Source: an optimization exercise on an open RTL-to-GDS flow (aim: small area, a short achievable clock period and few clock cycles). Production flows keep margins and buffers that such runs may drop.
RTL that was checked went through simulation tests only; none was proved equivalent to the original.
No activity file was given, so power comes from the tool's default toggle rates.

Design rolling_hash_pattern_marker_core, start of the top module:
module rolling_hash_pattern_marker_core (
   input  wire logic        clock,
   input  wire logic        reset,
   input  wire logic        req_valid,
   output logic             req_stall,
   input  wire logic [7:0]  req_text_byte,
   input  wire logic        req_end_of_line,
   input  wire logic        req_clear_total,
   output logic             rsp_valid,
   input  wire logic        rsp_stall,
   output logic [7:0]       rsp_out_byte,
   output logic             rsp_line_done,
   output logic             rsp_line_matched,
   output logic [15:0]      rsp_total_matches,
   input  wire logic        csr_valid,
   output logic             csr_ready,
   input  wire logic [2:0]  csr_index,
   input  wire logic [63:0] csr_data
);
   logic [7:0]  pat_ff [16];
   logic        pv_lo_ff, pv_hi_ff;
   logic [3:0]  mm1_ff;                  
   logic        sv_ff, hv_ff;
   logic [7:0]  sb_ff, hb_ff;
   logic        se_ff, sc_ff, he_ff, hc_ff;
   logic [7:0]  w_ff [16];
   logic [14:0] dv_ff;
   logic [3:0]  f_ff;                    
   logic        full_ff;                 
   logic        mm_ff;                   
   logic        sz_ff;                   
   logic        sle_ff;                  
   logic [8:0]  skip_ff;
   logic        matched_ff;
   logic [15:0] total_ff;
   logic        busy_ff;
   logic        br_ff;                   
   logic        beol_ff;                 
   logic        bm_ff;                   
   logic [4:0]  r_ff;
   logic [3:0]  ki_ff;
   logic        ov_ff;
   logic [7:0]  ob_ff;
   logic        od_ff, om_ff;
   logic        csr_wr;
   assign csr_ready = !sv_ff;
   assign csr_wr    = csr_valid && !sv_ff;
   assign req_stall = hv_ff;
   logic        out_free, accept, proc, s_load, wait_c;
   logic [7:0]  c;
   logic        eol, clr;
   assign out_free = !ov_ff || !rsp_stall;
   assign accept   = req_valid && !hv_ff;
   assign c        = sb_ff;
   assign eol      = se_ff;
   assign clr      = sc_ff;
   logic [15:0] eq, dn;
   logic        cz, match, may_match;
   assign cz = (c == 8'd0);
   always_comb begin
      for (int i = 0; i < 16; i++) begin
         if ((i < 8) ? pv_lo_ff : pv_hi_ff) begin
            eq[i] = (c == pat_ff[i]);
  ...
For scale: about 1300 cells after synthesis, roughly 360 flip-flops, ~110 I/O pins, ~16000 µm² of cells after synthesis.
clock: 11.0 ns
lec_check: 0
cap_margin: 20
core_margin: 2
core_utilization: 55
cts_cluster_diameter: 80
cts_cluster_size: 20
place_density: 0.65
slew_margin: 20
standard.sh (not shown) runs the stock make flow with config.mk's settings and CLKGATE_MAP_FILE= SYNTH_SCRIPT=/design/flow/synth_recipe.tcl, a recipe that flattens the netlist after the stock synthesis.
==> flow/flow/run.sh <==
#!/bin/bash
set -euo pipefail
export SETUP_SLACK_MARGIN=7.3
export BUFFER_PORTS_ARGS="-buffer_cell sky130_fd_sc_hd__buf_1"
bash standard.sh > standard.log 2>&1
Testbench counts at the start, summed over its fixed seeds: cycles 16,359.
Change:
--- a/flow/design.v
+++ b/flow/design.v
@@ -37,34 +37,36 @@
    logic [7:0]  w_ff [16];
    logic [14:0] dv_ff;
    logic [3:0]  f_ff;                    
    logic        full_ff;                 
    logic        mm_ff;                   
    logic        sz_ff;                   
    logic        sle_ff;                  
    logic [8:0]  skip_ff;
    logic        matched_ff;
    logic [15:0] total_ff;
    logic        busy_ff;
    logic        br_ff;                   
+   logic        cl_ff;                   
    logic        beol_ff;                 
    logic        bm_ff;                   
-   logic [4:0]  r_ff;
+   logic [3:0]  r_ff;
    logic [3:0]  ki_ff;
    logic        ov_ff;
    logic [7:0]  ob_ff;
    logic        od_ff, om_ff;
    logic        csr_wr;
-   assign csr_ready = !sv_ff;
-   assign csr_wr    = csr_valid && !sv_ff;
+   logic        cr_ff;                   
+   assign csr_ready = cr_ff;
+   assign csr_wr    = csr_valid && cr_ff;
    assign req_stall = hv_ff;
    logic        out_free, accept, proc, s_load, wait_c;
    logic [7:0]  c;
    logic        eol, clr;
    assign out_free = !ov_ff || !rsp_stall;
    assign accept   = req_valid && !hv_ff;
    assign c        = sb_ff;
    assign eol      = se_ff;
    assign clr      = sc_ff;
    logic [15:0] eq, dn;
    logic        cz, match, may_match;
    assign cz = (c == 8'd0);
@@ -101,48 +103,52 @@
    assign s_zero   = sz_ff;
    assign s_le_f   = sle_ff;
    assign fl_idx   = f_ff - skip_ff[3:0];
    assign skip_sum = {1'b0, skip_ff} + {5'd0, mm1_ff} + 10'd1;
    assign skip_a   = skip_sum[9] ? rhpm_pkg::SKIP_MAX : skip_sum[8:0];
    assign wait_c = busy_ff && (may_match || clr || (eol ? s_le_f : (full && s_zero)));
    assign proc   = sv_ff && out_free && !wait_c;
    assign s_load = proc || !sv_ff;
    logic [3:0]  widx;
    logic [7:0]  wbyte;
    assign widx  = busy_ff ? ki_ff : (mm1_ff - 4'd1);
    assign wbyte = (!busy_ff && (mm1_ff == 4'd0)) ? c : w_ff[widx];
+   logic        fsz;
+   assign fsz = full && s_zero;
    logic        ld;
    logic [7:0]  nb;
    logic        nd, nm;
    always_comb begin
       ld = 1'b0;
       nb = wbyte;
       nd = 1'b0;
       nm = 1'b0;
       if (busy_ff) begin
          ld = out_free;
-         if (r_ff == 5'd0) begin
+         if (cl_ff) begin
             nb = rhpm_pkg::CLOSE_MARK;
             nd = beol_ff;
             nm = beol_ff;
          end else begin
-            nd = !br_ff && (r_ff == 5'd1);
-            nm = !br_ff && (r_ff == 5'd1) && bm_ff;
+            nd = !br_ff && (r_ff == 4'd0);
+            nm = !br_ff && (r_ff == 4'd0) && bm_ff;
          end
       end else if (proc) begin
          if (match) begin
             ld = 1'b1;
             nb = rhpm_pkg::OPEN_MARK;
          end else begin
-            ld = !eol && full && s_zero;
+            ld = full && s_zero;
+            nd = eol && (mm1_ff == 4'd0);
+            nm = eol && (mm1_ff == 4'd0) && matched_ff;
          end
       end
    end
    always_ff @(posedge clock) begin
       if (csr_wr && (csr_index == 3'd0)) begin
          for (int k = 0; k < 8; k++) pat_ff[k] <= csr_data[8*k +: 8];
       end
       if (csr_wr && (csr_index == 3'd1)) begin
          for (int k = 0; k < 8; k++) pat_ff[8+k] <= csr_data[8*k +: 8];
       end
    end
    always_ff @(posedge clock) begin
@@ -157,27 +163,29 @@
             3'd2: begin
                if (csr_data[4:0] == 5'd0) mm1_ff <= 4'd0;
                else if (csr_data[4]) mm1_ff <= 4'd15;
                else mm1_ff <= csr_data[3:0] - 4'd1;
             end
             default: ;
          endcase
       end
    end
    always_ff @(posedge clock) begin
       if (reset) begin
          sv_ff <= 1'b0;
+         cr_ff <= 1'b1;
          hv_ff <= 1'b0;
       end else if (s_load) begin
          sv_ff <= hv_ff || accept;
+         cr_ff <= !(hv_ff || accept);
          hv_ff <= 1'b0;
       end else if (accept) begin
          hv_ff <= 1'b1;
       end
       if (s_load) begin
          if (hv_ff) begin
             sb_ff <= hb_ff;
             se_ff <= he_ff;
             sc_ff <= hc_ff;
          end else begin
             sb_ff <= req_text_byte;
             se_ff <= req_end_of_line;
@@ -244,41 +252,46 @@
             mm_ff   <= mm_nx;
             skip_ff <= skip_nx;
             sz_ff   <= sz_nx;
             sle_ff  <= sle_nx;
             if (match) matched_ff <= 1'b1;
          end
       end
    end
    always_ff @(posedge clock) begin
       if (reset) begin
          busy_ff <= 1'b0;
       end else if (busy_ff) begin
-         if (out_free && ((r_ff == 5'd0) || (!br_ff && (r_ff == 5'd1)))) begin
+         if (out_free && (cl_ff || (!br_ff && (r_ff == 4'd0)))) begin
             busy_ff <= 1'b0;
          end
       end else if (proc) begin
-         busy_ff <= match || (eol && s_le_f);
+         busy_ff <= match || (eol && s_le_f && !(fsz && (mm1_ff == 4'd0)));
       end
       if (busy_ff) begin
-         if (out_free && (r_ff != 5'd0)) begin
-            r_ff <= r_ff - 5'd1;
+         if (out_free && !cl_ff) begin
+            if (r_ff == 4'd0) begin
+               cl_ff <= 1'b1;
+            end else begin
+               r_ff <= r_ff - 4'd1;
+            end
             if (!proc) ki_ff <= ki_ff - 4'd1;
          end
-      end else if (proc) begin
+      end else begin
          br_ff   <= match;
+         cl_ff   <= 1'b0;
          beol_ff <= eol;
          bm_ff   <= matched_ff;
-         r_ff    <= match ? ({1'b0, mm1_ff} + 5'd1) : ({1'b0, fl_idx} + 5'd1);
-         ki_ff   <= match ? mm1_ff : fl_idx;
+         r_ff    <= match ? mm1_ff : fsz ? (mm1_ff - 4'd1) : fl_idx;
+         ki_ff   <= match ? mm1_ff : fsz ? (mm1_ff - 4'd1) : fl_idx;
       end
    end
    always_ff @(posedge clock) begin
       if (reset) begin
          ov_ff <= 1'b0;
       end else if (ld) begin
          ov_ff <= 1'b1;
       end else if (!rsp_stall) begin
          ov_ff <= 1'b0;
       end
       if (ld) begin
          ob_ff <= nb;
Worst setup slack improved by 0.070 ns.
Wire length goes up by a few percent.
Total power fell by a few percent.
Final cell count climbs slightly.
Maximum frequency rose slightly.
Design area is about the same.
Clock-buffer cell count falls by 9.
Area after synthesis is about the same.
Testbench counts after the change, summed over its fixed seeds: cycles 16,069.

* * *

Setup of the previous run:
The RTL this note starts from:
==> flow/design.v <==
`timescale 1ns / 1ps
`default_nettype none
package rhpm_pkg;
   localparam logic [7:0] OPEN_MARK  = 8'h5B;
   localparam logic [7:0] CLOSE_MARK = 8'h5D;
   localparam logic [8:0]  SKIP_MAX  = 9'd511;
   localparam logic [15:0] TOTAL_MAX = 16'hFFFF;
endpackage
`default_nettype wire
`timescale 1ns / 1ps
`default_nettype none
module rolling_hash_pattern_marker_core (
   input  wire logic        clock,
   input  wire logic        reset,
   input  wire logic        req_valid,
   output logic             req_stall,
   input  wire logic [7:0]  req_text_byte,
   input  wire logic        req_end_of_line,
   input  wire logic        req_clear_total,
   output logic             rsp_valid,
   input  wire logic        rsp_stall,
   output logic [7:0]       rsp_out_byte,
   output logic             rsp_line_done,
   output logic             rsp_line_matched,
   output logic [15:0]      rsp_total_matches,
   input  wire logic        csr_valid,
   output logic             csr_ready,
   input  wire logic [2:0]  csr_index,
   input  wire logic [63:0] csr_data
);
   logic [7:0]  pat_ff [16];
   logic        pv_lo_ff, pv_hi_ff;
   logic [3:0]  mm1_ff;                  
   logic        sv_ff, hv_ff;
   logic [7:0]  sb_ff, hb_ff;
   logic        se_ff, sc_ff, he_ff, hc_ff;
   logic [7:0]  w_ff [16];
   logic [14:0] dv_ff;
   logic [3:0]  f_ff;                    
   logic [8:0]  skip_ff;
   logic        matched_ff;
   logic [15:0] total_ff;
   logic        busy_ff;
   logic        br_ff;                   
   logic        beol_ff;                 
   logic        bm_ff;                   
   logic [4:0]  r_ff;
   logic [3:0]  ki_ff;
   logic        ov_ff;
   logic [7:0]  ob_ff;
   logic        od_ff, om_ff;
   logic        csr_wr;
   assign csr_ready = !sv_ff;
   assign csr_wr    = csr_valid && !sv_ff;
   assign req_stall = hv_ff;
   logic        out_free, accept, proc, s_load, wait_c;
   logic [7:0]  c;
   logic        eol, clr;
   assign out_free = !ov_ff || !rsp_stall;
   assign accept   = req_valid && !hv_ff;
   assign c        = sb_ff;
   assign eol      = se_ff;
   assign clr      = sc_ff;
   logic [15:0] eq, dn;
   logic        cz, match, may_match;
   assign cz = (c == 8'd0);
   always_comb begin
      for (int i = 0; i < 16; i++) begin
         if ((i < 8) ? pv_lo_ff : pv_hi_ff) begin
            eq[i] = (c == pat_ff[i]);
         end else begin
            eq[i] = cz;
         end
      end
      dn[0] = eq[0];
      for (int i = 1; i < 16; i++) begin
         dn[i] = dv_ff[i-1] & eq[i];
      end
   end
   assign match     = dn[mm1_ff];
   assign may_match = (mm1_ff == 4'd0) || dv_ff[mm1_ff - 4'd1];
   logic        full, s_le_f, s_zero;
   logic [3:0]  fl_idx;
   logic [9:0]  skip_sum;
   logic [8:0]  skip_a;
   assign full     = (f_ff >= mm1_ff);
   assign s_zero   = (skip_ff == 9'd0);
   assign s_le_f   = (skip_ff[8:4] == 5'd0) && (skip_ff[3:0] <= f_ff);
   assign fl_idx   = f_ff - skip_ff[3:0];
   assign skip_sum = {1'b0, skip_ff} + {5'd0, mm1_ff} + 10'd1;
   assign skip_a   = skip_sum[9] ? rhpm_pkg::SKIP_MAX : skip_sum[8:0];
   assign wait_c = busy_ff && (may_match || clr || (eol ? s_le_f : (full && s_zero)));
   assign proc   = sv_ff && out_free && !wait_c;
   assign s_load = proc || !sv_ff;
   logic [7:0]  step_b;
   assign step_b = (mm1_ff == 4'd0) ? c : w_ff[mm1_ff - 4'd1];
   logic        ld;
   logic [7:0]  nb;
   logic        nd, nm;
   always_comb begin
      ld = 1'b0;
      nb = step_b;
      nd = 1'b0;
      nm = 1'b0;
      if (busy_ff) begin
         ld = out_free;
         if (r_ff == 5'd0) begin
            nb = rhpm_pkg::CLOSE_MARK;
            nd = beol_ff;
            nm = beol_ff;
         end else begin
            nb = w_ff[ki_ff];
            nd = !br_ff && (r_ff == 5'd1);
            nm = !br_ff && (r_ff == 5'd1) && bm_ff;
         end
      end else if (proc) begin
         if (match) begin
            ld = 1'b1;
            nb = rhpm_pkg::OPEN_MARK;
         end else begin
            ld = !eol && full && s_zero;
         end
      end
   end
   always_ff @(posedge clock) begin
      if (csr_wr && (csr_index == 3'd0)) begin
         for (int k = 0; k < 8; k++) pat_ff[k] <= csr_data[8*k +: 8];
      end
      if (csr_wr && (csr_index == 3'd1)) begin
         for (int k = 0; k < 8; k++) pat_ff[8+k] <= csr_data[8*k +: 8];
      end
   end
   always_ff @(posedge clock) begin
      if (reset) begin
         pv_lo_ff <= 1'b0;
         pv_hi_ff <= 1'b0;
         mm1_ff   <= 4'd0;
      end else if (csr_wr) begin
         case (csr_index)
            3'd0: pv_lo_ff <= 1'b1;
            3'd1: pv_hi_ff <= 1'b1;
            3'd2: begin
               if (csr_data[4:0] == 5'd0) mm1_ff <= 4'd0;
               else if (csr_data[4]) mm1_ff <= 4'd15;
               else mm1_ff <= csr_data[3:0] - 4'd1;
            end
            default: ;
         endcase
      end
   end
   always_ff @(posedge clock) begin
      if (reset) begin
         sv_ff <= 1'b0;
         hv_ff <= 1'b0;
      end else if (s_load) begin
         sv_ff <= hv_ff || accept;
         hv_ff <= 1'b0;
      end else if (accept) begin
         hv_ff <= 1'b1;
      end
      if (s_load) begin
         if (hv_ff) begin
            sb_ff <= hb_ff;
            se_ff <= he_ff;
            sc_ff <= hc_ff;
         end else begin
            sb_ff <= req_text_byte;
            se_ff <= req_end_of_line;
            sc_ff <= req_clear_total;
         end
      end
      if (accept) begin
         hb_ff <= req_text_byte;
         he_ff <= req_end_of_line;
         hc_ff <= req_clear_total;
      end
   end
   always_ff @(posedge clock) begin
      if (proc) begin
         w_ff[0] <= c;
         for (int i = 1; i < 16; i++) w_ff[i] <= w_ff[i-1];
      end
   end
   always_ff @(posedge clock) begin
      if (reset) begin
         dv_ff      <= '0;
         f_ff       <= '0;
         skip_ff    <= '0;
         matched_ff <= 1'b0;
         total_ff   <= '0;
      end else if (proc) begin
         if (clr && !match) begin
            total_ff <= '0;
         end else if (clr) begin
            total_ff <= 16'd1;
         end else if (match && (total_ff != rhpm_pkg::TOTAL_MAX)) begin
            total_ff <= total_ff + 16'd1;
         end
         if (eol) begin
            dv_ff      <= '0;
            f_ff       <= '0;
            skip_ff    <= '0;
            matched_ff <= 1'b0;
         end else begin
            dv_ff <= dn[14:0];
            if (!full) f_ff <= f_ff + 4'd1;
            if (match) begin
               matched_ff <= 1'b1;
               skip_ff    <= skip_a - 9'd1;
            end else if (full && !s_zero) begin
               skip_ff <= skip_ff - 9'd1;
            end
         end
      end
   end
   always_ff @(posedge clock) begin
      if (reset) begin
         busy_ff <= 1'b0;
      end else if (busy_ff) begin
         if (out_free && ((r_ff == 5'd0) || (!br_ff && (r_ff == 5'd1)))) begin
            busy_ff <= 1'b0;
         end
      end else if (proc) begin
         busy_ff <= match || (eol && s_le_f);
      end
      if (busy_ff) begin
         if (out_free && (r_ff != 5'd0)) begin
            r_ff <= r_ff - 5'd1;
            if (!proc) ki_ff <= ki_ff - 4'd1;
         end
      end else if (proc) begin
         br_ff   <= match;
         beol_ff <= eol;
         bm_ff   <= matched_ff;
         r_ff    <= match ? ({1'b0, mm1_ff} + 5'd1) : ({1'b0, fl_idx} + 5'd1);
         ki_ff   <= match ? mm1_ff : fl_idx;
      end
   end
   always_ff @(posedge clock) begin
      if (reset) begin
         ov_ff <= 1'b0;
      end else if (ld) begin
         ov_ff <= 1'b1;
      end else if (!rsp_stall) begin
         ov_ff <= 1'b0;
      end
      if (ld) begin
         ob_ff <= nb;
         od_ff <= nd;
         om_ff <= nm;
      end
   end
   assign rsp_valid         = ov_ff;
   assign rsp_out_byte      = ob_ff;
   assign rsp_line_done     = od_ff;
   assign rsp_line_matched  = om_ff;
   assign rsp_total_matches = total_ff;
endmodule
`default_nettype wire
Settings: LEC_CHECK=0, CAP_MARGIN=20, CORE_MARGIN=2, CORE_UTILIZATION=35, PLACE_DENSITY=0.5, SLEW_MARGIN=20; clock period 11.0 ns.
run.sh (not shown) runs the stock make flow with config.mk's settings and CLKGATE_MAP_FILE= SYNTH_SCRIPT=/design/flow/synth_recipe.tcl, a recipe that flattens the netlist after the stock synthesis.
Stock flow here: none of the scripts above is used.
Inputs modified between the previous run and the current run:
-- flow/design.v --
<<< the previous run, line 93
   assign proc   = sv_ff && out_free && !wait_c;
   assign s_load = proc || !sv_ff;
   logic [7:0]  step_b;
   assign step_b = (mm1_ff == 4'd0) ? c : w_ff[mm1_ff - 4'd1];
   logic        ld;
   logic [7:0]  nb;
>>> the current run, line 93
   assign proc   = sv_ff && out_free && !wait_c;
   assign s_load = proc || !sv_ff;
   logic [3:0]  widx;
   logic [7:0]  wbyte;
   assign widx  = busy_ff ? ki_ff : (mm1_ff - 4'd1);
   assign wbyte = (!busy_ff && (mm1_ff == 4'd0)) ? c : w_ff[widx];
   logic        ld;
   logic [7:0]  nb;
<<< the previous run, line 100
   always_comb begin
      ld = 1'b0;
      nb = step_b;
      nd = 1'b0;
      nm = 1'b0;
>>> the current run, line 102
   always_comb begin
      ld = 1'b0;
      nb = wbyte;
      nd = 1'b0;
      nm = 1'b0;
<<< the previous run, line 110
            nm = beol_ff;
         end else begin
            nb = w_ff[ki_ff];
            nd = !br_ff && (r_ff == 5'd1);
            nm = !br_ff && (r_ff == 5'd1) && bm_ff;
>>> the current run, line 112
            nm = beol_ff;
         end else begin
            nd = !br_ff && (r_ff == 5'd1);
            nm = !br_ff && (r_ff == 5'd1) && bm_ff;
Pin slew with the least headroom to its limit in the current run is 0.18 ns higher than in the previous run
Looking at power in the clock group across the current run and the previous run, the one that comes out lower is the current run.
Lower final wirelength was reported by the current run, not the previous run.
On clock edge transition at the registers on the reported setup and hold paths, the current run and the previous run are neck and neck.
Looking at arithmetic-cell share of the synthesized area counting full adders, half adders and majority gates, the current run sits 0.47 points lower than the previous run does.
Compared to the previous run, the current run has power about 7% lower.
On design area, the current run does better than the previous run.
The setup slack of the current run is larger than that of the previous run.
Combinational share of power: the current run vs the previous run down 3.7 points
On maximum clock frequency: the current run sits above the previous run.
Compared with the previous run, in the current run worst hold slack shows an increase of 0.013 ns, share of the synthesized area in compound gates (AO/OA/AOI/OAI) now smaller, number of buffers added by the clock tree synthesis step has decreased, share of power burned in the clock network grew by 1.0 points.
Function was not checked in any run of this note: the RTL went through the layout flow alone.

afterwards: timing with drivers on the ports:
The results above use ideal ports. As a check the final layouts listed here were re-extracted and re-timed, cells and wires unchanged.
Step 1 assumes that a clkbuf_16 drives the clock port and a buf_2 every other input.
Step 2 adds t to the input delays and takes it off the output delays; t is the mean of the earliest and latest rising clock arrival at the registers after step 1. Input paths then give back, and output paths get back, about the clock's delay inside the block.
Three values: ideal, step 1, step 2; two values: the first two.
run | shift t [ns] | slack for setup (ns) | clock arrival spread, ns | worst slew at a driven data input, ns | cell pins on the clock port's net
the first run of note 1 | 0.583 | 7.337 / 7.337 / 6.906 | 0.015 / 0.015 | 0.08 | 1
the second run of note 1 | 0.596 | 7.407 / 7.439 / 6.843 | 0.028 / 0.028 | 0.08 | 1
the previous run | 0.608 | 5.657 / 5.657 / 5.657 | 0.021 / 0.020 | 0.05 | 1
the current run | 0.616 | 5.923 / 5.923 / 5.793 | 0.026 / 0.026 | 0.06 | 1
After both steps setup and hold are still met in every run listed. For the second run of note 1, which loses most, drivers alone change the setup slack by +0.032 ns; drivers and shift together by -0.564 ns.
